This design comes from an exercise in tuning for small area on the open sky130 flow, not from production work. In this exercise RTL edits were held to simulation tests only and were not proved equivalent to the original. No activity file was given, so power comes from the tool's default toggle rates.

`flow/run.sh`:
```
#!/bin/bash
# Standard layout (the standard.sh) with two changes:
#  - synthesis maps the logic with an area-oriented ABC script (flow/abc_area.script)
#    in place of ORFS's; everything else in synthesis is synth_recipe.tcl unchanged;
#  - clock tree synthesis runs without dummy loads, with the options in CTS_ARGS below.
set -euo pipefail
export MY_WORK_DIR=$(pwd)
export MY_FLOW_DIR=$MY_WORK_DIR/flow
CTS="-sink_clustering_enable -repair_clock_nets -dont_use_dummy_load -sink_clustering_size 20 -sink_clustering_max_diameter 100"
bash standard.sh "SYNTH_SCRIPT=$MY_FLOW_DIR/synth.tcl" "CTS_ARGS=$CTS" "${STOP_AT:-finish}" > "$MY_WORK_DIR/flow_make.log" 2>&1
```
`flow/abc_area.script`:
```
strash
&get -n
&dch -f
&nf -a -R 1000
&put
topo
```
`flow/synth.tcl`:
```
# The standard synthesis (synth_recipe.tcl) with only the ABC mapping script replaced.
proc abc {args} {
  set i [lsearch -exact $args -script]
  if { $i >= 0 } { lset args [expr {$i + 1}] $::env(MY_FLOW_DIR)/abc_area.script }
  yosys abc {*}$args
}
source $::env(MY_WORK_DIR)/synth_recipe.tcl
```
`standard.sh`:
```
#!/bin/bash
# synth_recipe.tcl (not shown) runs the flow's synth.tcl, then flattens the netlist and writes it again
# the make line also repeats each setting of config.mk as NAME=value (left out here)
make -C /OpenROAD-flow-scripts/flow DESIGN_CONFIG=/design/flow/config.mk WORK_HOME=/design/flow/orfs CLKGATE_MAP_FILE= SYNTH_SCRIPT=/design/flow/synth_recipe.tcl "${@:-finish}"
```
`config.mk`:
```
export PLATFORM = sky130hd
export DESIGN_NAME = scc_top
export DESIGN_NICKNAME = scc_top
export VERILOG_FILES = /design/flow/design.v
export SDC_FILE = /design/flow/constraint.sdc
export NUM_CORES = 4
export LEC_CHECK = 0
export ABC_AREA = 1
export CAP_MARGIN = 20
export CORE_MARGIN = 2
export CORE_UTILIZATION = 40
export SLEW_MARGIN = 20
```
`constraint.sdc`:
```
create_clock -name core_clock -period 15.0 [get_ports {emuclk}]
set_input_delay 3.0000 -clock core_clock [delete_from_list [all_inputs] [get_ports {emuclk}]]
set_output_delay 3.0000 -clock core_clock [all_outputs]
set_load 0.01 [all_outputs]
```
`design.v`:
```
package scc_pkg;
    localparam int NUM_CH     = 3;
    localparam int WAVE_DEPTH = 32;
    localparam int WAVE_AW    = 5;
    localparam int FREQ_W     = 12;
    localparam int VOL_W      = 4;
    localparam int SAMPLE_W   = 8;
    localparam int MIX_W      = 10;
    localparam int MUL_STEPS  = 8;
    localparam logic [2:0] REG_REGION = 3'b100;
    localparam logic [7:0] FREQ_BASE = 8'h80;
    localparam logic [7:0] VOL_BASE  = 8'h8A;
    localparam logic [7:0] MUTE_ADDR = 8'h8F;
    typedef logic signed [SAMPLE_W-1:0] wave_sample_t;
    typedef logic [FREQ_W-1:0] freq_t;
    typedef logic [VOL_W-1:0] vol_t;
    typedef struct packed {
        logic [2:0]         voice;
        logic [WAVE_AW-1:0] index;
    } wave_addr_t;
    typedef struct packed {
        logic [2:0] region;
        logic       unused;
        logic [3:0] regnum;
    } reg_addr_t;
    typedef union packed {
        wave_addr_t wave;
        reg_addr_t  regs;
    } scc_addr_u;
endpackage
`timescale 1ns/1ps
import scc_pkg::*;
module scc_regs
(
    input  logic               emuclk,
    input  logic               rst_n,
    input  logic               i_cs_n,
    input  logic               i_wr_n,
    input  logic               i_rd_n,
    input  logic [7:0]         i_addr,
    input  logic [7:0]         i_data,
    input  logic [NUM_CH-1:0][SAMPLE_W-1:0] i_ram_rdata,
    output logic [7:0]         o_data,
    output logic               o_clr,
    output logic [NUM_CH-1:0]  o_ram_we,
    output logic [NUM_CH-1:0][FREQ_W-1:0] o_freq,
    output logic [NUM_CH-1:0][VOL_W-1:0] o_vol,
    output logic [NUM_CH-1:0]  o_enable,
    output logic [NUM_CH-1:0]  o_freq_load
);
    logic              wr_en;
    logic              rd_en;
    logic              reg_wr;
    logic [NUM_CH-1:0] freq_lo_wr;
    logic [NUM_CH-1:0] freq_hi_wr;
    logic [NUM_CH-1:0] vol_wr;
    logic              mute_wr;
    logic [3:0]        r;
    assign wr_en  = ~i_cs_n & ~i_wr_n;
    assign rd_en  = ~i_cs_n & ~i_rd_n & ~o_clr;
    assign reg_wr = wr_en & (i_addr[7:5] == REG_REGION);
    assign r      = i_addr[3:0];
    always_comb begin
        for (int n = 0; n < NUM_CH; n++) begin
            o_ram_we[n]   = wr_en & (i_addr[7:5] == 3'(n));
            freq_lo_wr[n] = reg_wr & (r == 4'(2 * n));
            freq_hi_wr[n] = reg_wr & (r == 4'(2 * n + 1));
            vol_wr[n]     = reg_wr & (r == 4'(10 + n));
        end
    end
    assign mute_wr = reg_wr & (r == 4'hF);
    always_comb begin
        o_data = '0;
        for (int n = 0; n < NUM_CH; n++) begin
            if (rd_en && i_addr[7:5] == 3'(n)) begin
                o_data = i_ram_rdata[n];
            end
        end
    end
    always_ff @(posedge emuclk or negedge rst_n) begin
        if (!rst_n) begin
            o_clr <= 1'b1;
        end else begin
            o_clr <= 1'b0;
        end
    end
    always_ff @(posedge emuclk) begin
        for (int n = 0; n < NUM_CH; n++) begin
            o_freq[n][7:0] <= ({8{freq_lo_wr[n]}} & i_data)
                            | ({8{!freq_lo_wr[n] && !o_clr}} & o_freq[n][7:0]);
            o_freq[n][FREQ_W-1:8] <= ({4{freq_hi_wr[n]}} & i_data[3:0])
                                   | ({4{!freq_hi_wr[n] && !o_clr}} & o_freq[n][FREQ_W-1:8]);
            o_vol[n] <= ({VOL_W{vol_wr[n]}} & i_data[VOL_W-1:0])
                      | ({VOL_W{!vol_wr[n] && !o_clr}} & o_vol[n]);
        end
        o_enable <= ({NUM_CH{mute_wr}} & i_data[NUM_CH-1:0])
                  | ({NUM_CH{!mute_wr && !o_clr}} & o_enable);
        o_freq_load <= freq_lo_wr | freq_hi_wr;
    end
endmodule
`timescale 1ns/1ps
import scc_pkg::*;
module scc_wave_ram
(
    input  logic               emuclk,
    input  logic               i_clr,
    input  logic               i_we,
    input  logic [WAVE_AW-1:0] i_waddr,
    input  logic [SAMPLE_W-1:0] i_wdata,
    input  logic [WAVE_AW-1:0] i_play_addr,
    output logic [SAMPLE_W-1:0] o_play_data,
    output logic [SAMPLE_W-1:0] o_cpu_data
);
    logic [SAMPLE_W-1:0] mem [WAVE_DEPTH];
    logic [WAVE_DEPTH-1:0] we;
    logic [WAVE_DEPTH-1:0] hold;
    always_comb begin
        for (int k = 0; k < WAVE_DEPTH; k++) begin
            we[k]   = i_we && (i_waddr == WAVE_AW'(k));
            hold[k] = !we[k] && !i_clr;
        end
    end
    always_ff @(posedge emuclk) begin
        for (int k = 0; k < WAVE_DEPTH; k++) begin
            mem[k] <= ({SAMPLE_W{we[k]}} & i_wdata) | ({SAMPLE_W{hold[k]}} & mem[k]);
        end
    end
    assign o_play_data = mem[i_play_addr];
    assign o_cpu_data  = mem[i_waddr];
endmodule
`timescale 1ns/1ps
import scc_pkg::*;
module scc_voice
(
    input  logic                emuclk,
    input  logic                rst_n,
    input  logic                i_clr,
    input  logic [FREQ_W-1:0]   i_freq,
    input  logic                i_freq_load,
    input  logic [VOL_W-1:0]    i_vol,
    input  logic                i_enable,
    input  logic [SAMPLE_W-1:0] i_wave,
    output logic [WAVE_AW-1:0]  o_play_addr,
    output logic [SAMPLE_W-1:0] o_sample
);
    logic [FREQ_W-1:0]   cnt;
    logic                tick;
    logic [VOL_W-1:0]    vol_lat;
    logic                wave_pend;
    logic                busy;
    logic [2:0]          step;
    logic                last_step;
    logic                fire;
    logic                zero;
    logic [SAMPLE_W-1:0] wave_sh;    
    logic [VOL_W-1:0]    acc;        
    logic [VOL_W:0]      addend;
    logic [VOL_W:0]      sum;
    logic [FREQ_W-1:0]   cnt_next;
    assign tick      = i_clr || ((cnt == '0) && !i_freq_load);
    assign last_step = (step == 3'(MUL_STEPS - 1));
    assign fire      = busy && last_step;
    assign zero      = i_clr || !i_enable;
    always_ff @(posedge emuclk or negedge rst_n) begin
        if (!rst_n) begin
            o_play_addr <= '0;
        end else if (tick) begin
            o_play_addr <= o_play_addr + 1'b1;
        end
    end
    always_comb begin
        if (i_clr) begin
            cnt_next = '0;
        end else if (i_freq_load || tick) begin
            cnt_next = i_freq;
        end else begin
            cnt_next = cnt - 1'b1;
        end
    end
    assign addend = wave_sh[0] ? (last_step ? -{1'b0, vol_lat} : {1'b0, vol_lat}) : '0;
    assign sum    = {1'b0, acc} + addend;
    always_ff @(posedge emuclk) begin
        cnt       <= cnt_next;
        wave_pend <= tick;
        busy      <= !tick && (wave_pend || (busy && !last_step));
        vol_lat   <= ({VOL_W{tick && !i_clr}} & i_vol) | ({VOL_W{!tick}} & vol_lat);
        o_sample  <= ({SAMPLE_W{fire && !zero}} & {sum, wave_sh[SAMPLE_W-1:SAMPLE_W-3]})
                   | ({SAMPLE_W{!fire && !zero}} & o_sample);
        if (wave_pend) begin
            step    <= '0;
            wave_sh <= i_wave;
            acc     <= '0;
        end else begin
            step    <= step + 1'b1;
            wave_sh <= {sum[0], wave_sh[SAMPLE_W-1:1]};
            acc     <= sum[VOL_W:1];
        end
    end
endmodule
`timescale 1ns/1ps
import scc_pkg::*;
module scc_mixer
(
    input  logic                    emuclk,
    input  logic                    rst_n,
    input  logic                    i_clr,
    input  logic [NUM_CH-1:0][SAMPLE_W-1:0] i_samples,
    output logic signed [MIX_W-1:0] o_sound
);
    logic signed [MIX_W-1:0] sum;
    always_comb begin
        sum = '0;
        for (int n = 0; n < NUM_CH; n++) begin
            sum = sum + MIX_W'($signed(i_samples[n]));
        end
    end
    always_ff @(posedge emuclk or negedge rst_n) begin
        if (!rst_n) begin
            o_sound <= '0;
        end else begin
            o_sound <= sum & {MIX_W{!i_clr}};
        end
    end
endmodule
`timescale 1ns/1ps
import scc_pkg::*;
module scc_top
(
    input  logic                    emuclk,
    input  logic                    rst_n,
    input  logic                    i_cs_n,
    input  logic                    i_wr_n,
    input  logic                    i_rd_n,
    input  logic [7:0]              i_addr,
    input  logic [7:0]              i_data,
    output logic [7:0]              o_data,
    output logic signed [MIX_W-1:0] o_sound
);
    logic                            clr;
    logic [NUM_CH-1:0]               ram_we;
    logic [NUM_CH-1:0][SAMPLE_W-1:0] ram_rdata;
    logic [NUM_CH-1:0][FREQ_W-1:0]   freq;
    logic [NUM_CH-1:0][VOL_W-1:0]    vol;
    logic [NUM_CH-1:0]               enable;
    logic [NUM_CH-1:0]               freq_load;
    logic [NUM_CH-1:0][WAVE_AW-1:0]  play_addr;
    logic [NUM_CH-1:0][SAMPLE_W-1:0] play_data;
    logic [NUM_CH-1:0][SAMPLE_W-1:0] samples;
    scc_regs u_regs (
        .emuclk      (emuclk),
        .rst_n       (rst_n),
        .i_cs_n      (i_cs_n),
        .i_wr_n      (i_wr_n),
        .i_rd_n      (i_rd_n),
        .i_addr      (i_addr),
        .i_data      (i_data),
        .i_ram_rdata (ram_rdata),
        .o_data      (o_data),
        .o_clr       (clr),
        .o_ram_we    (ram_we),
        .o_freq      (freq),
        .o_vol       (vol),
        .o_enable    (enable),
        .o_freq_load (freq_load)
    );
    for (genvar n = 0; n < NUM_CH; n++) begin : g_voice
        scc_wave_ram u_ram (
            .emuclk      (emuclk),
            .i_clr       (clr),
            .i_we        (ram_we[n]),
            .i_waddr     (i_addr[WAVE_AW-1:0]),
            .i_wdata     (i_data),
            .i_play_addr (play_addr[n]),
            .o_play_data (play_data[n]),
            .o_cpu_data  (ram_rdata[n])
        );
        scc_voice u_voice (
            .emuclk      (emuclk),
            .rst_n       (rst_n),
            .i_clr       (clr),
            .i_freq      (freq[n]),
            .i_freq_load (freq_load[n]),
            .i_vol       (vol[n]),
            .i_enable    (enable[n]),
            .i_wave      (play_data[n]),
            .o_play_addr (play_addr[n]),
            .o_sample    (samples[n])
        );
    end
    scc_mixer u_mixer (
        .emuclk    (emuclk),
        .rst_n     (rst_n),
        .i_clr     (clr),
        .i_samples (samples),
        .o_sound   (o_sound)
    );
endmodule
```
==> summary.txt, run 1 <==
- Compared with the post-synthesis result, the final layout area differs by 9.84%.
- The net count reported at finish is between 4000 and 5000.
- The power density over the cells is 118 nW/µm².
- The startpoint identified for the worst register-to-register timing path is g_voice[2].u_voice.o_play_addr[4].
- Of the cells placed in the final design, the portion with a size suffix greater than 1 is 0.0368.
- The mean post-synth cell area is approximately 10 µm².
- The worst supply voltage drop on vdd is 0.0858 mV.
- The leakage dissipation is 15.7 nW.
- Post-CTS repair changed the size of 0 cells.
- The worst register-to-register path has a depth of 8.
- The type of element capturing the critical path is a primary output.
- Pin placement for this block handled 39 I/O pins.
- Yosys printed 5 warnings.
- Setup violations remaining at the end of the flow were counted as 0.
- On the worst path, the slowest cell contributes a delay of about 0.73 ns.
- The global placer's final weighted congestion is about 1.1.
- The count of nets left with antenna violations once routing finished came out at 0.
- The cell taking the most area after synthesis is sky130_fd_sc_hd__dfxtp_1.
- Of the synthesized area, sequential elements account for 0.493.
- The critical path arrival is 7.66 ns.
- The initial detailed-routing violation count is between 7000 and 8000.
- Total power for the finished layout comes to 0.00514 W.
- The total number of vias is 38200.
- The area share of the largest cell type after synthesis is 0.477.
- The run finished with no timing, DRC or antenna violations.
- The share of the cycle needed by the critical path after routing is 0.711.
- The type of the worst setup path is input port to primary output.
- Summed over all nets, the half-perimeter wirelength after detailed placement is between 100000 and 150000 µm.
- Clock skew on the completed layout was measured at roughly 0.046 ns.
- In the final timing run, aggregate negative setup slack is 0 ns.
- The most used flip-flop cell after synthesis is sky130_fd_sc_hd__dfxtp_1.
- Setup repair after global routing left no endpoint under its margin.
- After synthesis, the netlist uses 45 different library cells.
- Clock-pin slew was measured on the worst setup and hold paths at roughly 0.08 ns.
- The total area inside the core boundary comes to roughly 98000 µm².
- The count of endpoints failing hold in the final timing report is 0.
- Among the stages of the critical path, the cell type that occurs most often is sky130_fd_sc_hd__clkdlybuf4s50_1.
- In the post-synthesis netlist, the biggest area contributors are sky130_fd_sc_hd__dfxtp_1 (48%), sky130_fd_sc_hd__a22o_1 (22%), sky130_fd_sc_hd__a22oi_1 (4.4%).
- The initial utilization of the core area, before any placement, comes to 0.404.
- The wire length after detailed routing is 180000 µm.
- The global-route wire length before repair is 257000 µm.
- CTS saw 971 sinks.
- The filler cells instantiated in the layout total 9456.
- Tracing the worst setup path back leads to its startpoint at i_addr[1].
- The die outline area is between 100000 and 150000 µm².
- No sink is reached through more buffers than the 3 on the longest clock path.
- The number of global-route vias before repair was between 30000 and 40000.
- The register-to-register setup slack is 10.71 ns.
- The later pin in the worst-skew pair is clocked with a latency of 0.69 ns.
- The cell count after synthesis came out at 3789.
- The most critical setup path has its endpoint at o_data[1].
- The kind of cell with the highest combined delay along the critical path is compound AO/OA/AOI/OAI gates.
- The endpoint of the worst register-to-register path is g_voice[2].u_voice.wave_sh[5].
- At the placement stage, the worst setup path has a slack of 4.66 ns.
- Counting flops with an async set or reset pin after synthesis yields a share of 0.0268.
- In this run the cell area of the synthesized design comes to 39700 µm².
- The die height is 319 µm.
- The worst pin sits at a relative slew slack of 0.175.
- The total of hold buffers inserted after clock tree synthesis is 0.
- The number of clock buffers inserted by TritonCTS is 56.
- The number of antenna violations at the first check in global routing is 16.
- The quantity of I/O buffers inserted on ports is 38.
- The cell area after placement is 42100 µm².
- The H-tree was split into 2 levels.
- By count the netlist is led by sky130_fd_sc_hd__a22o_1 (974), sky130_fd_sc_hd__dfxtp_1 (945), sky130_fd_sc_hd__nor2_1 (396).
- The root buffer cell chosen for the clock tree is sky130_fd_sc_hd__clkbuf_16.
- Row generation in the floorplan step produced 115 rows.
- After clock tree synthesis, the setup repair step added 0 buffers.
- Of all nets on the critical path, the largest fanout is 19.
- The x dimension of the die is around 320 µm.
- The number of buffers and inverters on the critical path is 3.
- The minimum clock period after layout is 10.66 ns.
- The library cell with the highest instance count after synthesis is sky130_fd_sc_hd__a22o_1.
- The worst hold-check path type is flip-flop to flip-flop.
- Global routing finished with a remaining overflow of 0.
- The number of stages on the worst setup path is 11.
- In the global route stage, overall resource usage came out at 0.341.
- The final instance area is ~44000 µm².
- The critical path goes through clkdlybuf4s50_1 > or2_0 > nor3_2 > buf_4 > a22o_1 > a221oi_1 > nand4_1 > a211oi_1 > o22ai_1 > o21bai_1 > clkdlybuf4s50_1.
- The routed wire length per instance is 34.5 µm.
- The fmax is 93.8 MHz.
- In the post-route analysis, the smallest setup slack over all paths is 4.34 ns.
- For the pin with the worst max-slew slack, the measured transition is between 1 and 1.5 ns.
- The via-per-instance ratio is ~7.3.
- In this run, synthesis inferred 0 flip-flops with an integrated enable.
- At the worst endpoint, the required time is 12.00 ns.
- The pin count of the biggest net entering global routing is just over 90.
- The final-report max-slew violation count is 0.
- The kind of start point of the critical path is an input port.
- TritonCTS built the clock tree.
- The max-cap check violation count is 0.
- The post-synthesis sequential element count is 971.
- The first detailed-routing pass took 13 iterations.
- The cell with the largest stage delay on the worst path is sky130_fd_sc_hd__clkdlybuf4s50_1.
- The number of design rule violations left after detail routing is 0.
[layout by cell type (no fill, tap or decap), types with 6 or more instances in the layout]
master                            instances
sky130_fd_sc_hd__fa_1                    12
sky130_fd_sc_hd__xnor2_1                 28
sky130_fd_sc_hd__nand4_1                125
sky130_fd_sc_hd__and3_1                  42
sky130_fd_sc_hd__ha_1                    53
sky130_fd_sc_hd__a22o_1                 974
sky130_fd_sc_hd__nor4_1                  39
sky130_fd_sc_hd__clkdlybuf4s50_1         28
sky130_fd_sc_hd__a22oi_1                230
sky130_fd_sc_hd__a311oi_1                 7
sky130_fd_sc_hd__clkbuf_16               56
sky130_fd_sc_hd__a21o_1                   7
sky130_fd_sc_hd__a222oi_1               134
sky130_fd_sc_hd__diode_2                 12
sky130_fd_sc_hd__o22ai_1                 23
sky130_fd_sc_hd__and2_0                   7
sky130_fd_sc_hd__dfxtp_1                945
sky130_fd_sc_hd__xor2_1                  16
sky130_fd_sc_hd__nor2_2                   6
sky130_fd_sc_hd__o21ai_0                 59
sky130_fd_sc_hd__a221oi_1               130
sky130_fd_sc_hd__a211oi_1                40
sky130_fd_sc_hd__or3_1                   15
sky130_fd_sc_hd__nor3_1                  27
sky130_fd_sc_hd__a2111oi_0                7
sky130_fd_sc_hd__nand3_1                 68
sky130_fd_sc_hd__a21oi_1                 63
sky130_fd_sc_hd__buf_4                   61
sky130_fd_sc_hd__nand2_1                176
sky130_fd_sc_hd__clkinv_1                51
sky130_fd_sc_hd__nor2_1                 389
sky130_fd_sc_hd__nor3_2                  10
sky130_fd_sc_hd__dfrtp_1                 25
sky130_fd_sc_hd__nand2b_1                12
sky130_fd_sc_hd__nor2b_1                 27
[power by group]
| group | leakage [nW] | switching (W) | total [W] | internal [W] |
|---|---|---|---|---|
| clock | 0.690 | 0.000868 | 0.00153 | 0.000660 |
| sequential | 7.95 | 0.0000877 | 0.00273 | 0.00265 |
| combinational | 7.09 | 0.000658 | 0.000881 | 0.000223 |
[per-layer routing]
metal / track usage / vias up / wire, µm
met2: 0.485 / 2906 / 73000
met5: 0 / - / 139
li1: - / 16100 / -
met3: 0.0960 / 616 / 23600
met1: 0.477 / 18600 / 73200
met4: 0.155 / 20 / 10500
[state kept, by name, indices dropped and copies added, names as in the netlist, 9 cells and up]
register                     cells
g_voice.u_voice.o_play_addr     15
g_voice.u_voice.cnt             36
u_regs.o_vol                    12
g_voice.u_ram.mem              768
u_regs.o_freq                   36
g_voice.u_voice.vol_lat         12
g_voice.u_voice.step             9
g_voice.u_voice.acc             12
g_voice.u_voice.wave_sh         24
u_mixer.o_sound                 10
g_voice.u_voice.o_sample        24
[cells by family after synthesis]
logic type	synth area share
compound gates	0.355
xor+xnor	0.00972
fa+ha+maj	0.0228
buf+inv	0.00483
flops	0.493
mux	0.000284
other cells	0.0000945
simple gates	0.114
[worst min-delay path by stage]
stage,from,endpoint,slack (ns),depth (start not counted)
4_1_cts,g_voice[0].u_voice.step[0],g_voice[0].u_voice.step[0],0.44,1
2_1_floorplan,g_voice[0].u_voice.step[0],g_voice[0].u_voice.step[0],0.40,1
3_3_place_gp,g_voice[1].u_voice.step[0],g_voice[1].u_voice.step[0],0.41,1
3_5_place_dp,g_voice[0].u_voice.step[0],g_voice[0].u_voice.step[0],0.42,1
6_report,g_voice[0].u_voice.step[0],g_voice[0].u_voice.step[0],0.43,1
5_1_grt,g_voice[2].u_voice.step[0],g_voice[2].u_voice.step[0],0.45,1
[area by class of cell]
class	count	area (µm²)	share of cell area
diodes	12	30.0	0.000689
flip-flops and latches	971	19600	0.449
repair buffers	92	768	0.0176
multi-input cells	2767	20000	0.459
inverters	51	191	0.00439
well taps	1287	1610	0.0370
clock buffers	56	1400	0.0322
[per-stage QoR]
| stage | util | instances | hold WS [ns] |
|---|---|---|---|
| 3_3_place_gp | 0.429 | 5168 | 0.408 |
| 5_1_grt | 0.443 | 5225 | 0.451 |
| 2_1_floorplan | - | 3789 | 0.399 |
| 3_5_place_dp | 0.429 | 5168 | 0.422 |
| 6_report | 0.443 | 5236 | 0.426 |
| 4_1_cts | 0.443 | 5224 | 0.435 |
[worst register-to-register path, stage by stage, from the launching register on]
cell                        delay (ns)
sky130_fd_sc_hd__dfrtp_1          0.70
sky130_fd_sc_hd__clkinv_1         0.51
sky130_fd_sc_hd__nor2_1           0.78
sky130_fd_sc_hd__or4_1            0.24
sky130_fd_sc_hd__nor4_1           0.06
sky130_fd_sc_hd__nand4_1          0.67
sky130_fd_sc_hd__nand4_1          0.33
sky130_fd_sc_hd__a2111oi_0        0.67
sky130_fd_sc_hd__o22ai_1          0.18
==> inputs of run 2 (changes only) <==
--- a/design.v
+++ b/design.v
@@ -44,2 +44,3 @@
     output logic               o_clr,
+    output logic               o_phase,
     output logic [NUM_CH-1:0]  o_ram_we,
@@ -75,3 +76,3 @@
             if (rd_en && i_addr[7:5] == 3'(n)) begin
-                o_data = i_ram_rdata[n];
+                o_data = i_ram_rdata[n] ^ {8{o_phase}};
             end
@@ -86,2 +87,9 @@
     end
+    always_ff @(posedge emuclk or negedge rst_n) begin
+        if (!rst_n) begin
+            o_phase <= 1'b0;
+        end else begin
+            o_phase <= o_clr || !o_phase;
+        end
+    end
     always_ff @(posedge emuclk) begin
@@ -104,18 +112,36 @@
 (
-    input  logic               emuclk,
-    input  logic               i_clr,
-    input  logic               i_we,
-    input  logic [WAVE_AW-1:0] i_waddr,
-    input  logic [SAMPLE_W-1:0] i_wdata,
-    input  logic [WAVE_AW-1:0] i_play_addr,
-    output logic [SAMPLE_W-1:0] o_play_data,
-    output logic [SAMPLE_W-1:0] o_cpu_data
+    input  logic                emuclk,
+    input  logic                i_clr,
+    input  logic                i_we,
+    input  logic [WAVE_AW-1:0]  i_index,        
+    input  logic [SAMPLE_W-1:0] i_wdata_ph,     
+    input  logic [WAVE_AW-1:0]  i_pos,          
+    input  logic                i_tick,         
+    output logic [SAMPLE_W-1:0] o_play_raw,
+    output logic [SAMPLE_W-1:0] o_cpu_raw
 );
-    logic [SAMPLE_W-1:0] mem [WAVE_DEPTH];
-    logic [WAVE_DEPTH-1:0] we;
+    logic [SAMPLE_W-1:0]   mem [WAVE_DEPTH];
+    logic [WAVE_AW-1:0]    rslot;    
+    logic [WAVE_AW-1:0]    wslot;    
+    logic [WAVE_DEPTH-1:0] wr;
+    logic [WAVE_DEPTH-1:0] rot;
     logic [WAVE_DEPTH-1:0] hold;
+    assign rslot = i_index - i_pos;
+    assign wslot = rslot - WAVE_AW'(i_tick);
     always_comb begin
-        for (int k = 0; k < WAVE_DEPTH; k++) begin
-            we[k]   = i_we && (i_waddr == WAVE_AW'(k));
-            hold[k] = !we[k] && !i_clr;
+        for (int s = 0; s < WAVE_DEPTH; s++) begin
+            wr[s]   = i_we && (wslot == WAVE_AW'(s));
+            rot[s]  = !wr[s] && !i_clr && i_tick;
+            hold[s] = !wr[s] && !i_clr && !i_tick;
+        end
+    end
+    logic [SAMPLE_W-1:0] mem_next [WAVE_DEPTH];
+    for (genvar s = 0; s < WAVE_DEPTH; s++) begin : g_slot
+        for (genvar b = 0; b < SAMPLE_W; b++) begin : g_bit
+            scc_aoi222 u_next (
+                .a1 (wr[s]),   .a2 (i_wdata_ph[b]),
+                .b1 (rot[s]),  .b2 (mem[(s + 1) % WAVE_DEPTH][b]),
+                .c1 (hold[s]), .c2 (mem[s][b]),
+                .y  (mem_next[s][b])
+            );
         end
@@ -123,8 +149,20 @@
     always_ff @(posedge emuclk) begin
-        for (int k = 0; k < WAVE_DEPTH; k++) begin
-            mem[k] <= ({SAMPLE_W{we[k]}} & i_wdata) | ({SAMPLE_W{hold[k]}} & mem[k]);
+        for (int s = 0; s < WAVE_DEPTH; s++) begin
+            mem[s] <= mem_next[s];
         end
     end
-    assign o_play_data = mem[i_play_addr];
-    assign o_cpu_data  = mem[i_waddr];
+    assign o_play_raw = mem[0];
+    assign o_cpu_raw  = mem[rslot];
+endmodule
+module scc_aoi222
+(
+    input  logic a1,
+    input  logic a2,
+    input  logic b1,
+    input  logic b2,
+    input  logic c1,
+    input  logic c2,
+    output logic y
+);
+    assign y = ~((a1 & a2) | (b1 & b2) | (c1 & c2));
 endmodule
@@ -143,2 +181,3 @@
     output logic [WAVE_AW-1:0]  o_play_addr,
+    output logic                o_tick,
     output logic [SAMPLE_W-1:0] o_sample
@@ -162,2 +201,3 @@
     assign fire      = busy && last_step;
+    assign o_tick    = tick;
     assign zero      = i_clr || !i_enable;
@@ -239,2 +279,5 @@
     logic                            clr;
+    logic                            phase;
+    logic [SAMPLE_W-1:0]             wdata_ph;
+    logic [NUM_CH-1:0][SAMPLE_W-1:0] play_raw;
     logic [NUM_CH-1:0]               ram_we;
@@ -246,2 +289,3 @@
     logic [NUM_CH-1:0][WAVE_AW-1:0]  play_addr;
+    logic [NUM_CH-1:0]               tick;
     logic [NUM_CH-1:0][SAMPLE_W-1:0] play_data;
@@ -259,2 +303,3 @@
         .o_clr       (clr),
+        .o_phase     (phase),
         .o_ram_we    (ram_we),
@@ -265,3 +310,5 @@
     );
+    assign wdata_ph = i_data ^ {SAMPLE_W{phase}};
     for (genvar n = 0; n < NUM_CH; n++) begin : g_voice
+        assign play_data[n] = play_raw[n] ^ {SAMPLE_W{phase}};
         scc_wave_ram u_ram (
@@ -270,7 +317,8 @@
             .i_we        (ram_we[n]),
-            .i_waddr     (i_addr[WAVE_AW-1:0]),
-            .i_wdata     (i_data),
-            .i_play_addr (play_addr[n]),
-            .o_play_data (play_data[n]),
-            .o_cpu_data  (ram_rdata[n])
+            .i_index     (i_addr[WAVE_AW-1:0]),
+            .i_wdata_ph  (wdata_ph),
+            .i_pos       (play_addr[n]),
+            .i_tick      (tick[n]),
+            .o_play_raw  (play_raw[n]),
+            .o_cpu_raw   (ram_rdata[n])
         );
@@ -286,2 +334,3 @@
             .o_play_addr (play_addr[n]),
+            .o_tick      (tick[n]),
             .o_sample    (samples[n])
--- a/flow/run.sh
+++ b/flow/run.sh
@@ -9,2 +9,2 @@
 CTS="-sink_clustering_enable -repair_clock_nets -dont_use_dummy_load -sink_clustering_size 20 -sink_clustering_max_diameter 100"
-bash standard.sh "SYNTH_SCRIPT=$MY_FLOW_DIR/synth.tcl" "CTS_ARGS=$CTS" "${STOP_AT:-finish}" > "$MY_WORK_DIR/flow_make.log" 2>&1
+bash standard.sh "SYNTH_SCRIPT=$MY_FLOW_DIR/synth.tcl" "CTS_ARGS=$CTS" ${STOP_AT:-finish} > "$MY_WORK_DIR/flow_make.log" 2>&1
==> flow/cellmap.v (new file) <==
// Maps the design's per-bit AND-OR-invert modules onto the matching library cell.
module scc_aoi222 (input a1, input a2, input b1, input b2, input c1, input c2, output y);
    sky130_fd_sc_hd__a222oi_1 _TECHMAP_REPLACE_ (
        .A1(a1), .A2(a2), .B1(b1), .B2(b2), .C1(c1), .C2(c2), .Y(y));
endmodule
--- a/flow/synth.tcl
+++ b/flow/synth.tcl
@@ -1,2 +1,14 @@
-# The standard synthesis (synth_recipe.tcl) with only the ABC mapping script replaced.
+# The standard synthesis (synth_recipe.tcl) with two changes: right after the design's
+# hierarchy is first elaborated, its scc_aoi222 modules are mapped onto the library's
+# a222oi cell (flow/cellmap.v); and ABC maps the rest of the logic with an area-oriented
+# script (flow/abc_area.script) in place of ORFS's.
+set ::my_cells_mapped 0
+proc hierarchy {args} {
+  yosys hierarchy {*}$args
+  if { !$::my_cells_mapped } {
+    set ::my_cells_mapped 1
+    yosys techmap -map $::env(MY_FLOW_DIR)/cellmap.v t:scc_aoi222
+    yosys hierarchy {*}$args
+  }
+}
 proc abc {args} {
==> run 2 against run 1 <==
Effect of this change: fmax fell by 12%; sequential power rose by 74%; highest routed layer unchanged; clock skew is 0.017 ns lower; utilization barely moved; largest cell class is now sequential cells; die area fell by 3.5%; final cell count fell by 6.6%; combinational power rose to 4.7 times the previous value; non-clock buffer count fell by 14; setup slack worse by 1.4 ns; synthesized cell count fell by 7.9%; sequential cell count rose by 1.
==> summary.txt, run 2 <==
- Run status: no timing/DRC/antenna violations (unchanged).
- The clock tree buffer depth was 3 (unchanged).
- The power density over the cells was 248 nW/µm² (was 118 nW/µm²).
- The leakage dissipation is 15.7 nW (about the same).
- The largest delay contributor family on the critical path is compound AO/OA/AOI/OAI gates (unchanged).
- The library cell with the highest instance count after synthesis is sky130_fd_sc_hd__dfxtp_1 (was sky130_fd_sc_hd__a22o_1).
- The global placer's final weighted congestion is 1.02 (was 1.09).
- The maximum level of the CTS H-tree is 2 (unchanged).
- The via-per-instance ratio was 7.17 (was 7.30).
- The start of the worst register-to-register path is g_voice[2].u_voice.cnt[0] (was g_voice[2].u_voice.o_play_addr[4]).
- The worst hold-check path type is flip-flop to flip-flop (unchanged).
- The number of antenna violations at the first check in global routing is 4 (was 16).
- The share of synthesized registers carrying an async set or reset is 0.0278 (was 0.0268).
- The cell with the largest stage delay on the worst path is sky130_fd_sc_hd__clkdlybuf4s50_1 (unchanged).
- The wire length after detailed routing is 130000 µm (was 180000 µm).
- The placeable core area came to 94900 µm² (was 98300 µm²).
- The max-cap check violation count is 0 (unchanged).
- The endpoint of the worst register-to-register path is g_voice[2].u_ram.mem[24][6] (was g_voice[2].u_voice.wave_sh[5]).
- The final setup TNS is 0 ns (unchanged).
- The filler-free cell count of the finished design is 4888 (was 5236).
- The clock-pin transition on the worst setup and hold timing paths is 0.08 ns (about the same).
- The most common cell after layout, fill and taps aside is sky130_fd_sc_hd__dfxtp_1 (was sky130_fd_sc_hd__a22o_1).
- The critical path's most frequent cell is sky130_fd_sc_hd__a21oi_1 (was sky130_fd_sc_hd__clkdlybuf4s50_1).
- The number of design rule violations left after detail routing came to 0 (unchanged).
- The I/O pin count is 39 (unchanged).
- The register-to-register setup slack is 9.74 ns (was 10.71 ns).
- The number of clock buffers inserted by TritonCTS is 55 (was 56).
- The post-cts resize count came to 0 (unchanged).
- The clock tree skew after final layout is 0.0289 ns (was 0.0458 ns).
- The post-synthesis sequential element count is 972 (was 971).
- The minimum clock period after layout is 12.06 ns (was 10.66 ns).
- The critical path arrival is 9.06 ns (was 7.66 ns).
- The total power of the final layout is 0.0104 W (was 0.00514 W).
- The number of standard cells after synthesis was 3488 (was 3789).
- The type of the worst setup path is input port to primary output (unchanged).
- The number of stages on the worst setup path was 19 (was 11).
- The capturing instance or port of the critical path is o_data[2] (was o_data[1]).
- The kind of start point of the critical path is an input port (unchanged).
- The worst path buffer plus inverter count was 4 (was 3).
- The x dimension of the die came to 313 µm (was 319 µm).
- The path depth of the worst reg2reg path came to 14 (was 8).
- The insertion delay of the later-clocked pin in the worst-skew pair was 0.65 ns (was 0.69 ns).
- Cell types with the highest counts after synthesis: sky130_fd_sc_hd__dfxtp_1 (945), sky130_fd_sc_hd__a222oi_1 (809), sky130_fd_sc_hd__nor2_1 (474) (was sky130_fd_sc_hd__a22o_1 (974), sky130_fd_sc_hd__dfxtp_1 (945), sky130_fd_sc_hd__nor2_1 (396)).
- The count of endpoints failing hold in the final timing report came to 0 (unchanged).
- The fmax was 82.9 MHz (was 93.8 MHz).
- The count of distinct cell types in the synthesized netlist is 46 (was 45).
- The fill cell instance count of the final layout is 9015 (was 9456).
- Most frequent cells in the layout: sky130_fd_sc_hd__dfxtp_1 (945), sky130_fd_sc_hd__a222oi_1 (809), sky130_fd_sc_hd__nor2_1 (474), sky130_fd_sc_hd__a22o_1 (188), sky130_fd_sc_hd__nand2_1 (144) (was sky130_fd_sc_hd__a22o_1 (974), sky130_fd_sc_hd__dfxtp_1 (945), sky130_fd_sc_hd__nor2_1 (389), sky130_fd_sc_hd__a22oi_1 (230), sky130_fd_sc_hd__nand2_1 (176)).
- The die outline area is 98100 µm² (was 102000 µm²).
- The layout overhead on the synthesized area is 9.94% (was 9.84%).
- The most flop-heavy register was g_voice.u_ram.mem (unchanged).
- The number of rows in the core area is 113 (was 115).
- Ranking of synthesized cells by area: sky130_fd_sc_hd__dfxtp_1 (49%), sky130_fd_sc_hd__a222oi_1 (21%), sky130_fd_sc_hd__nor2_1 (4.7%) (was sky130_fd_sc_hd__dfxtp_1 (48%), sky130_fd_sc_hd__a22o_1 (22%), sky130_fd_sc_hd__a22oi_1 (4.4%)).
- The leading register cell type out of synthesis is sky130_fd_sc_hd__dfxtp_1 (unchanged).
- The register area share after synthesis is 0.512 (was 0.493).
- The first-pass detailed-route iteration total was 17 (was 13).
- The number of global-route vias before repair was 32400 (was 34000).
- The total number of vias is 35000 (was 38200).
- The quantity of I/O buffers inserted on ports came to 38 (unchanged).
- Unrepaired setup endpoints after global routing: no (unchanged).
- Largest registers: g_voice.u_ram.mem (768), g_voice.u_voice.cnt (36), u_regs.o_freq (36) (unchanged).
- The count of synthesis-stage warnings from yosys is 7 (was 5).
- The mean post-synth cell area is 11.0 µm² (was 10.5 µm²).
- The final-report max-slew violation count is 0 (unchanged).
- The number of cells in the design after placement is 4830 (was 5168).
- The headroom to the max-slew limit is 0.221 (was 0.175).
- The type of element capturing the critical path is a primary output (unchanged).
- The routed wire length per instance is 26.7 µm (was 34.5 µm).
- The count of nets left with antenna violations after detail routing is 0 (unchanged).
- The worst hold slack across all endpoints is 0.423 ns (was 0.426 ns).
- Cell Chain, Critical Path: clkdlybuf4s50_1 > clkinv_1 > ha_1 > clkinv_1 > fa_1 > a21o_1 > a21oi_1 > xor2_1 > nor3_1 > a22o_1 > a221oi_1 > nand4_1 > a2111oi_0 > nand4_1 > a21oi_1 > xnor2_1 > a21oi_1 > o21ai_0 > clkdlybuf4s50_1 (was clkdlybuf4s50_1 > or2_0 > nor3_2 > buf_4 > a22o_1 > a221oi_1 > nand4_1 > a211oi_1 > o22ai_1 > o21bai_1 > clkdlybuf4s50_1).
- The register area came to 19600 µm² (about the same).
- The fraction of layout instances using a drive strength above 1 is 0.0293 (was 0.0368).
- The number of failing setup endpoints in the final timing report came to 0 (unchanged).
- The count of flip-flops with a built-in enable after synthesis is 0 (unchanged).
- The peak per-stage delay on the critical path is 0.58 ns (was 0.73 ns).
- The initial standard-cell utilization of the core is 0.403 (was 0.404).
- The worst path required time is 12.00 ns (about the same).
- The cell taking the most area after synthesis is sky130_fd_sc_hd__dfxtp_1 (unchanged).
- The timing startpoint of the critical path was i_addr[0] (was i_addr[1]).
- The area share of the largest cell type after synthesis is 0.495 (was 0.477).
- The pin count of the biggest net entering global routing is 81 (was 91).
- The cell area after technology mapping is 38200 µm² (was 39700 µm²).
- The initial detailed-routing violation count is 8758 (was 7149).
- The worst supply voltage drop on vdd is 0.106 mV (was 0.0858 mV).
- The number of flip-flops in the largest register was 768 (unchanged).
- The die height is 313 µm (was 319 µm).
- The global-route wire length before repair is 200000 µm (was 257000 µm).
- The multi-input gate area in the final layout came to 18600 µm² (was 20000 µm²).
- The pin slew with the least headroom to its limit is 1.17 ns (was 1.24 ns).
- The overall overflow remaining after global route was 0 (unchanged).
- The total setup buffers inserted after CTS came to 0 (unchanged).
- The CTS tree is done (unchanged).
- The share of the cycle needed by the critical path after routing came to 0.804 (was 0.711).
- The number of sinks driven by the clock tree is 972 (was 971).
- The net count reported at finish came to 3715 (was 4025).
- The critical-path maximum fanout was 8 (was 19).
- The total of hold buffers inserted after clock tree synthesis is 0 (unchanged).
- The overall global routing resource usage is 0.254 (was 0.341).
- The root buffer cell was sky130_fd_sc_hd__clkbuf_16 (unchanged).
- The half-perimeter wire length after detailed placement is 90100 µm (was 129000 µm).
==> run 2: metal layers <==
layer / up-vias / part of all wire / track usage
li1: 15600 / - / -
met1: 17200 / 0.43 / 0.372
met2: 1990 / 0.44 / 0.390
met3: 228 / 0.099 / 0.0374
met4: 4 / 0.026 / 0.0668
met5: - / 0.00017 / 0
==> run 2: cell type report <==
cell class                 count  area share
sequential                   972       0.466
multi-input combinational   2468       0.443
tap                         1265      0.0376
clock buffer                  55      0.0327
timing repair buffer          78      0.0161
inverter                      48     0.00428
antenna                        2    0.000119
==> run 2: worst min-delay path by stage <==
stage	to	startpoint	cells past startpoint	slack (ns)
3_5_place_dp	g_voice[0].u_voice.step[0]	g_voice[0].u_voice.step[0]	1	0.41
3_3_place_gp	g_voice[2].u_voice.step[0]	g_voice[2].u_voice.step[0]	1	0.40
5_1_grt	g_voice[2].u_voice.step[0]	g_voice[2].u_voice.step[0]	1	0.44
2_1_floorplan	g_voice[2].u_voice.step[0]	g_voice[2].u_voice.step[0]	1	0.39
6_report	g_voice[2].u_voice.step[0]	g_voice[2].u_voice.step[0]	1	0.42
4_1_cts	g_voice[2].u_voice.step[0]	g_voice[2].u_voice.step[0]	1	0.42
==> run 2: where the power goes <==
group	leakage, nW	switching [W]	internal (W)
sequential	8.23	0.00108	0.00366
combinational	6.80	0.00263	0.00154
clock	0.678	0.000843	0.000649
total	15.7	0.00455	0.00585
==> run 2: worst reg2reg max path, stage by stage (launching register included) <==
cell and delay (ns):
sky130_fd_sc_hd__dfxtp_1 0.39, sky130_fd_sc_hd__clkinv_1 0.11, sky130_fd_sc_hd__ha_1 0.20, sky130_fd_sc_hd__nor4b_1 0.17
sky130_fd_sc_hd__a21oi_1 0.64, sky130_fd_sc_hd__clkinv_1 0.45, sky130_fd_sc_hd__buf_4 0.40, sky130_fd_sc_hd__ha_1 0.34
sky130_fd_sc_hd__ha_1 0.23, sky130_fd_sc_hd__nand2_1 0.10, sky130_fd_sc_hd__xnor2_1 0.08, sky130_fd_sc_hd__or4_1 0.67
sky130_fd_sc_hd__nor2_1 0.68, sky130_fd_sc_hd__nor2_1 0.32, sky130_fd_sc_hd__a222oi_1 0.39
==> run 2: through the flow <==
step            util  setup slack, ns  area [µm²]
5_1_grt        0.443             2.65       42000
4_1_cts        0.443             2.95       42000
3_5_place_dp   0.429             2.99       40700
2_1_floorplan      -             5.63       38200
6_report       0.443             2.94       42000
3_3_place_gp   0.429             3.08       40700
==> run 2: logic make-up (layout without fill, tap and decap cells) <==
group | count (synthesis) | in the layout | share of synthesized area
compound gates | 1374 | 1374 | 0.324
fa+ha+maj | 71 | 71 | 0.0262
simple gates | 884 | 884 | 0.101
mux | 3 | 3 | 0.000785
buf+inv | 48 | 181 | 0.00471
flops | 972 | 972 | 0.512
xor+xnor | 135 | 135 | 0.0309
other cells | 1 | 3 | 0.0000980
==> inputs of run 3 (changes only) <==
--- a/design.v
+++ b/design.v
@@ -41,3 +41,4 @@
     input  logic [7:0]         i_data,
-    input  logic [NUM_CH-1:0][SAMPLE_W-1:0] i_ram_rdata,
+    input  logic [NUM_CH-1:0][WAVE_DEPTH-1:0] i_ram_rsel,
+    input  logic [NUM_CH-1:0][WAVE_DEPTH-1:0][SAMPLE_W-1:0] i_ram_mem,
     output logic [7:0]         o_data,
@@ -46,2 +47,3 @@
     output logic [NUM_CH-1:0]  o_ram_we,
+    output logic [NUM_CH-1:0]  o_ram_rd,
     output logic [NUM_CH-1:0][FREQ_W-1:0] o_freq,
@@ -66,2 +68,3 @@
             o_ram_we[n]   = wr_en & (i_addr[7:5] == 3'(n));
+            o_ram_rd[n]   = rd_en & (i_addr[7:5] == 3'(n));
             freq_lo_wr[n] = reg_wr & (r == 4'(2 * n));
@@ -72,10 +75,22 @@
     assign mute_wr = reg_wr & (r == 4'hF);
-    always_comb begin
-        o_data = '0;
-        for (int n = 0; n < NUM_CH; n++) begin
-            if (rd_en && i_addr[7:5] == 3'(n)) begin
-                o_data = i_ram_rdata[n] ^ {8{o_phase}};
+    localparam int GROUPS = (WAVE_DEPTH + 2) / 3;
+    logic [SAMPLE_W-1:0][NUM_CH*GROUPS-1:0] rd_n;
+    logic [SAMPLE_W-1:0]                    rd_raw;
+    for (genvar b = 0; b < SAMPLE_W; b++) begin : g_rbit
+        for (genvar n = 0; n < NUM_CH; n++) begin : g_rvoice
+            for (genvar g = 0; g < GROUPS; g++) begin : g_rgroup
+                localparam int S0 = 3 * g;
+                localparam int S1 = 3 * g + 1;
+                localparam int S2 = (3 * g + 2 < WAVE_DEPTH) ? 3 * g + 2 : 3 * g + 1;
+                scc_aoi222 u_rd (
+                    .a1 (i_ram_rsel[n][S0]), .a2 (i_ram_mem[n][S0][b]),
+                    .b1 (i_ram_rsel[n][S1]), .b2 (i_ram_mem[n][S1][b]),
+                    .c1 ((S2 != S1) && i_ram_rsel[n][S2]), .c2 (i_ram_mem[n][S2][b]),
+                    .y  (rd_n[b][n * GROUPS + g])
+                );
             end
         end
+        assign rd_raw[b] = ~&rd_n[b];
     end
+    assign o_data = rd_raw ^ {8{o_phase && (o_ram_rd != '0)}};
     always_ff @(posedge emuclk or negedge rst_n) begin
@@ -115,4 +130,6 @@
     input  logic                i_we,
+    input  logic                i_rd,           
     input  logic [WAVE_AW-1:0]  i_index,        
-    input  logic [SAMPLE_W-1:0] i_wdata_ph,     
+    input  logic [SAMPLE_W-1:0] i_wdata,
+    input  logic                i_phase,
     input  logic [WAVE_AW-1:0]  i_pos,          
@@ -120,3 +137,4 @@
     output logic [SAMPLE_W-1:0] o_play_raw,
-    output logic [SAMPLE_W-1:0] o_cpu_raw
+    output logic [WAVE_DEPTH-1:0] o_rsel,       
+    output logic [WAVE_DEPTH-1:0][SAMPLE_W-1:0] o_mem
 );
@@ -128,9 +146,29 @@
     logic [WAVE_DEPTH-1:0] hold;
+    logic [SAMPLE_W-1:0]   wdata_ph;    
+    for (genvar b = 0; b < SAMPLE_W; b++) begin : g_wdata
+        scc_xor2 u_ph (.a (i_wdata[b]), .b (i_phase), .y (wdata_ph[b]));
+    end
     assign rslot = i_index - i_pos;
     assign wslot = rslot - WAVE_AW'(i_tick);
+    logic [3:0] wa_n, ra_n;
+    logic [7:0] wb_n, rb_n;
+    logic       rot_n, hold_n;
+    always_comb begin
+        for (int a = 0; a < 4; a++) begin
+            wa_n[a] = !(i_we && wslot[1:0] == 2'(a));
+            ra_n[a] = !(i_rd && rslot[1:0] == 2'(a));
+        end
+        for (int b = 0; b < 8; b++) begin
+            wb_n[b] = !(wslot[4:2] == 3'(b));
+            rb_n[b] = !(rslot[4:2] == 3'(b));
+        end
+    end
+    assign rot_n  = !i_tick || i_clr;
+    assign hold_n = i_tick || i_clr;
     always_comb begin
         for (int s = 0; s < WAVE_DEPTH; s++) begin
-            wr[s]   = i_we && (wslot == WAVE_AW'(s));
-            rot[s]  = !wr[s] && !i_clr && i_tick;
-            hold[s] = !wr[s] && !i_clr && !i_tick;
+            wr[s]     = !(wa_n[s % 4] || wb_n[s / 4]);
+            o_rsel[s] = !(ra_n[s % 4] || rb_n[s / 4]);
+            rot[s]    = !(rot_n || wr[s]);
+            hold[s]   = !(hold_n || wr[s]);
         end
@@ -141,3 +179,3 @@
             scc_aoi222 u_next (
-                .a1 (wr[s]),   .a2 (i_wdata_ph[b]),
+                .a1 (wr[s]),   .a2 (wdata_ph[b]),
                 .b1 (rot[s]),  .b2 (mem[(s + 1) % WAVE_DEPTH][b]),
@@ -154,3 +192,7 @@
     assign o_play_raw = mem[0];
-    assign o_cpu_raw  = mem[rslot];
+    always_comb begin
+        for (int s = 0; s < WAVE_DEPTH; s++) begin
+            o_mem[s] = mem[s];
+        end
+    end
 endmodule
@@ -168,2 +210,10 @@
 endmodule
+module scc_xor2
+(
+    input  logic a,
+    input  logic b,
+    output logic y
+);
+    assign y = a ^ b;
+endmodule
 `timescale 1ns/1ps
@@ -179,3 +229,4 @@
     input  logic                i_enable,
-    input  logic [SAMPLE_W-1:0] i_wave,
+    input  logic [SAMPLE_W-1:0] i_wave_raw,     
+    input  logic                i_phase,
     output logic [WAVE_AW-1:0]  o_play_addr,
@@ -187,5 +238,4 @@
     logic [VOL_W-1:0]    vol_lat;
+    logic [3:0]          st;         
     logic                wave_pend;
-    logic                busy;
-    logic [2:0]          step;
     logic                last_step;
@@ -196,2 +246,3 @@
     logic [VOL_W:0]      addend;
+    logic                wbit;
     logic [VOL_W:0]      sum;
@@ -199,4 +250,5 @@
     assign tick      = i_clr || ((cnt == '0) && !i_freq_load);
-    assign last_step = (step == 3'(MUL_STEPS - 1));
-    assign fire      = busy && last_step;
+    assign wave_pend = (st == 4'hF);
+    assign last_step = (st == 4'(MUL_STEPS - 1));
+    assign fire      = last_step;
     assign o_tick    = tick;
@@ -219,3 +271,4 @@
     end
-    assign addend = wave_sh[0] ? (last_step ? -{1'b0, vol_lat} : {1'b0, vol_lat}) : '0;
+    assign wbit   = wave_sh[0] ^ i_phase ^ !st[0];
+    assign addend = wbit ? (last_step ? -{1'b0, vol_lat} : {1'b0, vol_lat}) : '0;
     assign sum    = {1'b0, acc} + addend;
@@ -223,4 +276,11 @@
         cnt       <= cnt_next;
-        wave_pend <= tick;
-        busy      <= !tick && (wave_pend || (busy && !last_step));
+        if (tick) begin
+            st <= 4'hF;
+        end else if (wave_pend) begin
+            st <= 4'h0;
+        end else if (st[3]) begin
+            st <= 4'h8;
+        end else begin
+            st <= st + 1'b1;
+        end
         vol_lat   <= ({VOL_W{tick && !i_clr}} & i_vol) | ({VOL_W{!tick}} & vol_lat);
@@ -229,7 +289,5 @@
         if (wave_pend) begin
-            step    <= '0;
-            wave_sh <= i_wave;
+            wave_sh <= i_wave_raw;
             acc     <= '0;
         end else begin
-            step    <= step + 1'b1;
             wave_sh <= {sum[0], wave_sh[SAMPLE_W-1:1]};
@@ -280,6 +338,7 @@
     logic                            phase;
-    logic [SAMPLE_W-1:0]             wdata_ph;
     logic [NUM_CH-1:0][SAMPLE_W-1:0] play_raw;
     logic [NUM_CH-1:0]               ram_we;
-    logic [NUM_CH-1:0][SAMPLE_W-1:0] ram_rdata;
+    logic [NUM_CH-1:0][WAVE_DEPTH-1:0] ram_rsel;
+    logic [NUM_CH-1:0][WAVE_DEPTH-1:0][SAMPLE_W-1:0] ram_mem;
+    logic [NUM_CH-1:0]               ram_rd;
     logic [NUM_CH-1:0][FREQ_W-1:0]   freq;
@@ -290,3 +349,2 @@
     logic [NUM_CH-1:0]               tick;
-    logic [NUM_CH-1:0][SAMPLE_W-1:0] play_data;
     logic [NUM_CH-1:0][SAMPLE_W-1:0] samples;
@@ -300,3 +358,4 @@
         .i_data      (i_data),
-        .i_ram_rdata (ram_rdata),
+        .i_ram_rsel  (ram_rsel),
+        .i_ram_mem   (ram_mem),
         .o_data      (o_data),
@@ -305,2 +364,3 @@
         .o_ram_we    (ram_we),
+        .o_ram_rd    (ram_rd),
         .o_freq      (freq),
@@ -310,5 +370,3 @@
     );
-    assign wdata_ph = i_data ^ {SAMPLE_W{phase}};
     for (genvar n = 0; n < NUM_CH; n++) begin : g_voice
-        assign play_data[n] = play_raw[n] ^ {SAMPLE_W{phase}};
         scc_wave_ram u_ram (
@@ -317,4 +375,6 @@
             .i_we        (ram_we[n]),
+            .i_rd        (ram_rd[n]),
             .i_index     (i_addr[WAVE_AW-1:0]),
-            .i_wdata_ph  (wdata_ph),
+            .i_wdata     (i_data),
+            .i_phase     (phase),
             .i_pos       (play_addr[n]),
@@ -322,3 +382,4 @@
             .o_play_raw  (play_raw[n]),
-            .o_cpu_raw   (ram_rdata[n])
+            .o_rsel      (ram_rsel[n]),
+            .o_mem       (ram_mem[n])
         );
@@ -332,3 +393,4 @@
             .i_enable    (enable[n]),
-            .i_wave      (play_data[n]),
+            .i_wave_raw  (play_raw[n]),
+            .i_phase     (phase),
             .o_play_addr (play_addr[n]),
==> flow/run.sh (replaced) <==
#!/bin/bash
# Standard layout (the standard.sh) with these changes:
#  - synthesis (flow/synth.tcl): synth_recipe.tcl unchanged, except that the design's
#    scc_aoi222 and scc_xor2 modules are mapped onto the library cells of the same function and ABC maps the rest
#    with an area-oriented script (flow/abc_area.script);
#  - ports are buffered with the smallest buffer;
#  - the resizer may not use the largest buffers, so long nets get several small ones;
#  - clock tree synthesis runs without dummy loads and with larger sink clusters.
set -euo pipefail
export MY_WORK_DIR=$(pwd)
export MY_FLOW_DIR=$MY_WORK_DIR/flow
CTS="-sink_clustering_enable -repair_clock_nets -dont_use_dummy_load -sink_clustering_size ${MY_CTS_SIZE:-24} -sink_clustering_max_diameter 100"
DONT_USE="$(sed -n 's/^export DONT_USE_CELLS += //p; /^ *sky130/p' $FLOW_HOME/platforms/sky130hd/config.mk | tr -d '\\' | tr '\n' ' ')"
DONT_USE="$DONT_USE ${MY_DONT_USE-sky130_fd_sc_hd__buf_16 sky130_fd_sc_hd__buf_12 sky130_fd_sc_hd__buf_8 sky130_fd_sc_hd__bufbuf_16 sky130_fd_sc_hd__bufbuf_8}"
bash standard.sh "SYNTH_SCRIPT=$MY_FLOW_DIR/synth.tcl" "CTS_ARGS=$CTS" \
  "BUFFER_PORTS_ARGS=-inputs -outputs -buffer_cell sky130_fd_sc_hd__buf_1" \
  "DONT_USE_CELLS=$DONT_USE" ${MY_MAKE_EXTRA:-} \
  ${STOP_AT:-finish} > "$MY_WORK_DIR/flow_make.log" 2>&1
--- a/flow/cellmap.v
+++ b/flow/cellmap.v
@@ -5 +5,5 @@
 endmodule
+
+module scc_xor2 (input a, input b, output y);
+    sky130_fd_sc_hd__xor2_1 _TECHMAP_REPLACE_ (.A(a), .B(b), .X(y));
+endmodule
==> flow/synth.tcl (replaced) <==
# The standard synthesis (synth_recipe.tcl) with two changes: right after the design's
# hierarchy is first elaborated, its scc_aoi222 and scc_xor2 modules are mapped onto the
# library cells of the same function (flow/cellmap.v); and ABC maps the rest of the logic with an area-oriented
# script (flow/abc_area.script) in place of ORFS's.
set ::my_cells_mapped 0
proc hierarchy {args} {
  yosys hierarchy {*}$args
  if { !$::my_cells_mapped } {
    set ::my_cells_mapped 1
    yosys techmap -map $::env(MY_FLOW_DIR)/cellmap.v t:scc_aoi222 t:scc_xor2
    yosys hierarchy {*}$args
  }
}
proc abc {args} {
  set i [lsearch -exact $args -script]
  if { $i >= 0 } { lset args [expr {$i + 1}] $::env(MY_FLOW_DIR)/abc_area.script }
  yosys abc {*}$args
}
source $::env(MY_WORK_DIR)/synth_recipe.tcl
--- a/config.mk
+++ b/config.mk
@@ -9,4 +9,6 @@
 export CAP_MARGIN = 20
+export CELL_PAD_IN_SITES_DETAIL_PLACEMENT = 1
 export CORE_MARGIN = 2
 export CORE_UTILIZATION = 40
+export GPL_TIMING_DRIVEN = 0
 export SLEW_MARGIN = 20
==> run 3 against run 2 <==
Effect of this change: still clean; sequential share of layout area up 0.84 points; final cell count down 3.9%; wire length down 1.2%; final area down 2.1%; die area down 2.3%; setup slack worse by 0.43 ns; first-iteration DRC count down 4.0%; synthesized area down 2.4%; fmax down 3.5%; worst hold slack better by 0.031 ns; critical path depth down 5; largest cell class unchanged; largest power group unchanged.
==> summary.txt, run 3 <==
- The placeable core area was 92900 µm² (was 94900 µm²).
- The total power of the final layout was 0.00886 W (was 0.0104 W).
- The register-to-register setup slack is 9.56 ns (was 9.74 ns).
- The quantity of I/O buffers inserted on ports is 38 (unchanged).
- The path depth of the worst reg2reg path came to 13 (was 14).
- The global placer's final weighted congestion is 0.877 (was 1.02).
- The critical-path maximum fanout is 12 (was 8).
- The post-synthesis sequential element count is 969 (was 972).
- The register area share after synthesis is 0.523 (was 0.512).
- The number of antenna repair diodes was 0 (was 2).
- The count of flip-flops with a built-in enable after synthesis is 0 (unchanged).
- The first-pass detailed-route iteration total was 17 (unchanged).
- The number of antenna violations at the first check in global routing is 2 (was 4).
- The post-cts resize count is 0 (unchanged).
- Run status: no timing/DRC/antenna violations (unchanged).
- The cell taking the most area after synthesis is sky130_fd_sc_hd__dfxtp_1 (unchanged).
- The fmax is 80.1 MHz (was 82.9 MHz).
- The filler-free cell count of the finished design was 4697 (was 4888).
- Unrepaired setup endpoints after global routing: no (unchanged).
- The initial standard-cell utilization of the core was 0.402 (was 0.403).
- The count of nets left with antenna violations after detail routing is 0 (unchanged).
- The power density over the cells is 215 nW/µm² (was 248 nW/µm²).
- The number of flip-flops in the largest register is 768 (unchanged).
- The combinational share of power came to 0.309 (was 0.401).
- The worst supply voltage drop on vdd is 0.0901 mV (was 0.106 mV).
- The leakage dissipation is 15.5 nW (was 15.7 nW).
- The total number of vias is 34400 (was 35000).
- The global-route wire length before repair was 197000 µm (was 200000 µm).
- The worst hold-check path type is flip-flop to flip-flop (unchanged).
- Largest registers: g_voice.u_ram.mem (768), g_voice.u_voice.cnt (36), u_regs.o_freq (36) (unchanged).
- The most flop-heavy register is g_voice.u_ram.mem (unchanged).
- The via-per-instance ratio is 7.33 (was 7.17).
- The cell count of the worst hold path is 1 (unchanged).
- The switching part of the total is 0.401 (was 0.438).
- The fraction of layout instances using a drive strength above 1 is 0.0369 (was 0.0293).
- The insertion delay of the later-clocked pin in the worst-skew pair is 0.63 ns (was 0.65 ns).
- Ranking of synthesized cells by area: sky130_fd_sc_hd__dfxtp_1 (50%), sky130_fd_sc_hd__a222oi_1 (28%), sky130_fd_sc_hd__nor2_1 (5.6%) (was sky130_fd_sc_hd__dfxtp_1 (49%), sky130_fd_sc_hd__a222oi_1 (21%), sky130_fd_sc_hd__nor2_1 (4.7%)).
- The leading register cell type out of synthesis was sky130_fd_sc_hd__dfxtp_1 (unchanged).
- The total of hold buffers inserted after clock tree synthesis is 0 (unchanged).
- The pin slew with the least headroom to its limit came to 1.22 ns (was 1.17 ns).
- The area share of the largest cell type after synthesis is 0.505 (was 0.495).
- The layout overhead on the synthesized area came to 10.3% (was 9.94%).
- The max-cap check violation count is 0 (unchanged).
- The share of the cycle needed by the critical path after routing came to 0.833 (was 0.804).
- The sequential power share was 0.535 (was 0.456).
- The final setup TNS came to 0 ns (unchanged).
- The start of the worst register-to-register path is g_voice[0].u_voice.cnt[0] (was g_voice[2].u_voice.cnt[0]).
- The type of element capturing the critical path is a primary output (unchanged).
- The root buffer cell is sky130_fd_sc_hd__clkbuf_16 (unchanged).
- The wire length after detailed routing is 129000 µm (was 130000 µm).
- The half-perimeter wire length after detailed placement is 93300 µm (was 90100 µm).
- The clock tree buffer depth is 3 (unchanged).
- The setup slack after placement is 2.61 ns (was 2.99 ns).
- The kind of start point of the critical path is an input port (unchanged).
- The count of endpoints failing hold in the final timing report is 0 (unchanged).
- The share of synthesized registers carrying an async set or reset is 0.0279 (was 0.0278).
- The initial detailed-routing violation count was 8407 (was 8758).
- The total setup buffers inserted after CTS is 0 (unchanged).
- The cell area after technology mapping was 37300 µm² (was 38200 µm²).
- The register area is 19500 µm² (was 19600 µm²).
- The fill cell instance count of the final layout is 9995 (was 9015).
- The clock-pin transition on the worst setup and hold timing paths came to 0.10 ns (was 0.08 ns).
- Most frequent cells in the layout: sky130_fd_sc_hd__a222oi_1 (1032), sky130_fd_sc_hd__dfxtp_1 (942), sky130_fd_sc_hd__nor2_1 (558), sky130_fd_sc_hd__a22o_1 (91), sky130_fd_sc_hd__nand4_1 (73) (was sky130_fd_sc_hd__dfxtp_1 (945), sky130_fd_sc_hd__a222oi_1 (809), sky130_fd_sc_hd__nor2_1 (474), sky130_fd_sc_hd__a22o_1 (188), sky130_fd_sc_hd__nand2_1 (144)).
- The internal power contribution came to 0.00531 W (was 0.00585 W).
- The total net switching power is 0.00355 W (was 0.00455 W).
- The pin count of the biggest net entering global routing came to 62 (was 81).
- The count of synthesis-stage warnings from yosys came to 7 (unchanged).
- The multi-input gate area in the final layout is 18200 µm² (was 18600 µm²).
- The number of standard cells after synthesis is 3301 (was 3488).
- The maximum level of the CTS H-tree is 2 (unchanged).
- The number of global-route vias before repair is 32500 (was 32400).
- The number of design rule violations left after detail routing is 0 (unchanged).
- The worst path required time was 12.00 ns (about the same).
- The headroom to the max-slew limit came to 0.178 (was 0.221).
- The net count reported at finish came to 3534 (was 3715).
- The critical path arrival is 9.49 ns (was 9.06 ns).
- The minimum clock period after layout is 12.49 ns (was 12.06 ns).
- The slack of the critical path is 2.51 ns (was 2.94 ns).
- The number of rows in the core area is 112 (was 113).
- The type of the worst setup path was input port to primary output (unchanged).
- The most common cell after layout, fill and taps aside is sky130_fd_sc_hd__a222oi_1 (was sky130_fd_sc_hd__dfxtp_1).
- The count of distinct cell types in the synthesized netlist is 36 (was 46).
- Cell types with the highest counts after synthesis: sky130_fd_sc_hd__a222oi_1 (1032), sky130_fd_sc_hd__dfxtp_1 (942), sky130_fd_sc_hd__nor2_1 (561) (was sky130_fd_sc_hd__dfxtp_1 (945), sky130_fd_sc_hd__a222oi_1 (809), sky130_fd_sc_hd__nor2_1 (474)).
- The overall overflow remaining after global route is 0 (unchanged).
- The I/O pin count is 39 (unchanged).
- The number of sinks driven by the clock tree is 969 (was 972).
- The end point of the worst hold path is g_voice[1].u_ram.mem[19][0] (was g_voice[2].u_voice.step[0]).
- The number of failing setup endpoints in the final timing report came to 0 (unchanged).
- The number of cells in the design after placement is 4649 (was 4830).
- The die outline area is 95800 µm² (was 98100 µm²).
- The worst hold slack across all endpoints came to 0.454 ns (was 0.423 ns).
- The final-report max-slew violation count is 0 (unchanged).
- The CTS tree is done (unchanged).
- The endpoint of the worst register-to-register path is g_voice[0].u_ram.mem[31][5] (was g_voice[2].u_ram.mem[24][6]).
- The library cell with the highest instance count after synthesis is sky130_fd_sc_hd__a222oi_1 (was sky130_fd_sc_hd__dfxtp_1).
- The routed wire length per instance was 27.4 µm (was 26.7 µm).
- The overall global routing resource usage is 0.256 (was 0.254).
- The x dimension of the die is 310 µm (was 313 µm).
- The mean post-synth cell area was 11.3 µm² (was 11.0 µm²).
- The launch instance of the worst min-delay path is g_voice[1].u_ram.mem[20][0] (was g_voice[2].u_voice.step[0]).
- The clock tree skew after final layout is 0.0771 ns (was 0.0289 ns).
- The number of clock buffers inserted by TritonCTS is 47 (was 55).
- The die height is 310 µm (was 313 µm).
- The clock network fraction of design power came to 0.156 (was 0.143).
## run 3: layout make-up
cell class                 count  share of cell area
multi-input combinational   2317               0.443
tap                         1254              0.0381
inverter                      39             0.00365
timing repair buffer          71              0.0123
sequential                   969               0.475
clock buffer                  47              0.0286
## run 3: logic make-up after synthesis
kind of cell	Yosys count	share of synthesized area
AO/OA/AOI/OAI	1232	0.316
XOR/XNOR	121	0.0284
adder cells (fa/ha/maj)	68	0.0258
buffers and inverters	39	0.00392
flip-flops	969	0.523
multiplexers	2	0.000536
other	1	0.000100
AND/OR/NAND/NOR	869	0.103
## run 3: power groups by stage
stage	Sequential (W)	Combinational, W	Clock, W
5_1_grt	0.00485	0.00301	0.00150
3_3_place_gp	0.00471	0.00252	0
4_1_cts	0.00469	0.00270	0.00141
3_5_place_dp	0.00473	0.00268	0
6_report	0.00474	0.00274	0.00138
2_1_floorplan	0.00438	0.00195	0
## run 3: worst max-delay path, cell delays in order
cell                       delay [ns]
sky130_fd_sc_hd__buf_1           0.70
sky130_fd_sc_hd__clkinv_1        0.68
sky130_fd_sc_hd__fa_1            0.72
sky130_fd_sc_hd__o21ai_0         0.27
sky130_fd_sc_hd__xnor2_1         0.43
sky130_fd_sc_hd__clkinv_1        0.35
sky130_fd_sc_hd__nand3_1         0.27
sky130_fd_sc_hd__nor2_1          0.18
sky130_fd_sc_hd__a222oi_1        0.69
sky130_fd_sc_hd__nand4_1         0.37
sky130_fd_sc_hd__nor4_1          0.85
sky130_fd_sc_hd__nand3_1         0.18
sky130_fd_sc_hd__xor2_1          0.54
sky130_fd_sc_hd__buf_1           0.23
## run 3: worst max-delay path by stage
stage	from	endpoint	slack (ns)	depth (start not counted)
floorplan	i_addr[0]	o_data[0]	6.17	13
global route	i_addr[1]	o_data[3]	2.43	14
finish	i_addr[1]	o_data[3]	2.51	14
detailed placement	i_addr[1]	o_data[1]	2.61	14
CTS	i_addr[1]	o_data[1]	2.58	14
global placement	i_addr[1]	o_data[0]	2.46	14
## run 3: layer usage
metal / track usage / up-vias / part of all wire
met5: 0 / - / 0.00023
met4: 0.0694 / 4 / 0.026
met2: 0.397 / 1797 / 0.44
met3: 0.0262 / 187 / 0.088
met1: 0.377 / 17300 / 0.44
li1: - / 15100 / -
## run 3: per-stage QoR
step / util / instance area, µm²
final: 0.443 / 41200
after global routing: 0.443 / 41200
after CTS: 0.443 / 41200
after detailed placement: 0.431 / 40000
after global placement: 0.421 / 39100
after floorplan: - / 37400

-- port drivers added, routing unchanged --
How much do the figures lean on ideal ports? The routed layouts below were timed once more, with nothing changed but the port constraints. Step 1, drivers: a clkbuf_16 drives emuclk and a buf_2 each remaining input, both assumed. Step 2 also shifts input and output timing later by t, the mid clock arrival at the registers, as if the neighbouring blocks saw the same clock. a / b / c = no drivers / after step 1 / after step 2; a / b = the first two.
| run | shift t [ns] | setup WS [ns] | hold slack, ns | slew at the worst register clock pin (ns) |
|---|---|---|---|---|
| run 1 | 0.740 | 4.340 / 4.261 / 4.261 | 0.426 / 0.426 / 0.426 | 0.09 / 0.09 |
| run 2 | 0.710 | 2.941 / 2.904 / 2.904 | 0.423 / 0.423 / 0.423 | 0.09 / 0.09 |
| run 3 | 0.670 | 2.509 / 2.451 / 2.451 | 0.454 / 0.454 / 0.454 | 0.10 / 0.10 |
After both steps setup and hold are still met in every run listed. The setup slack of run 1, which loses most, moves by -0.079 ns with the drivers and by -0.079 ns with both steps.
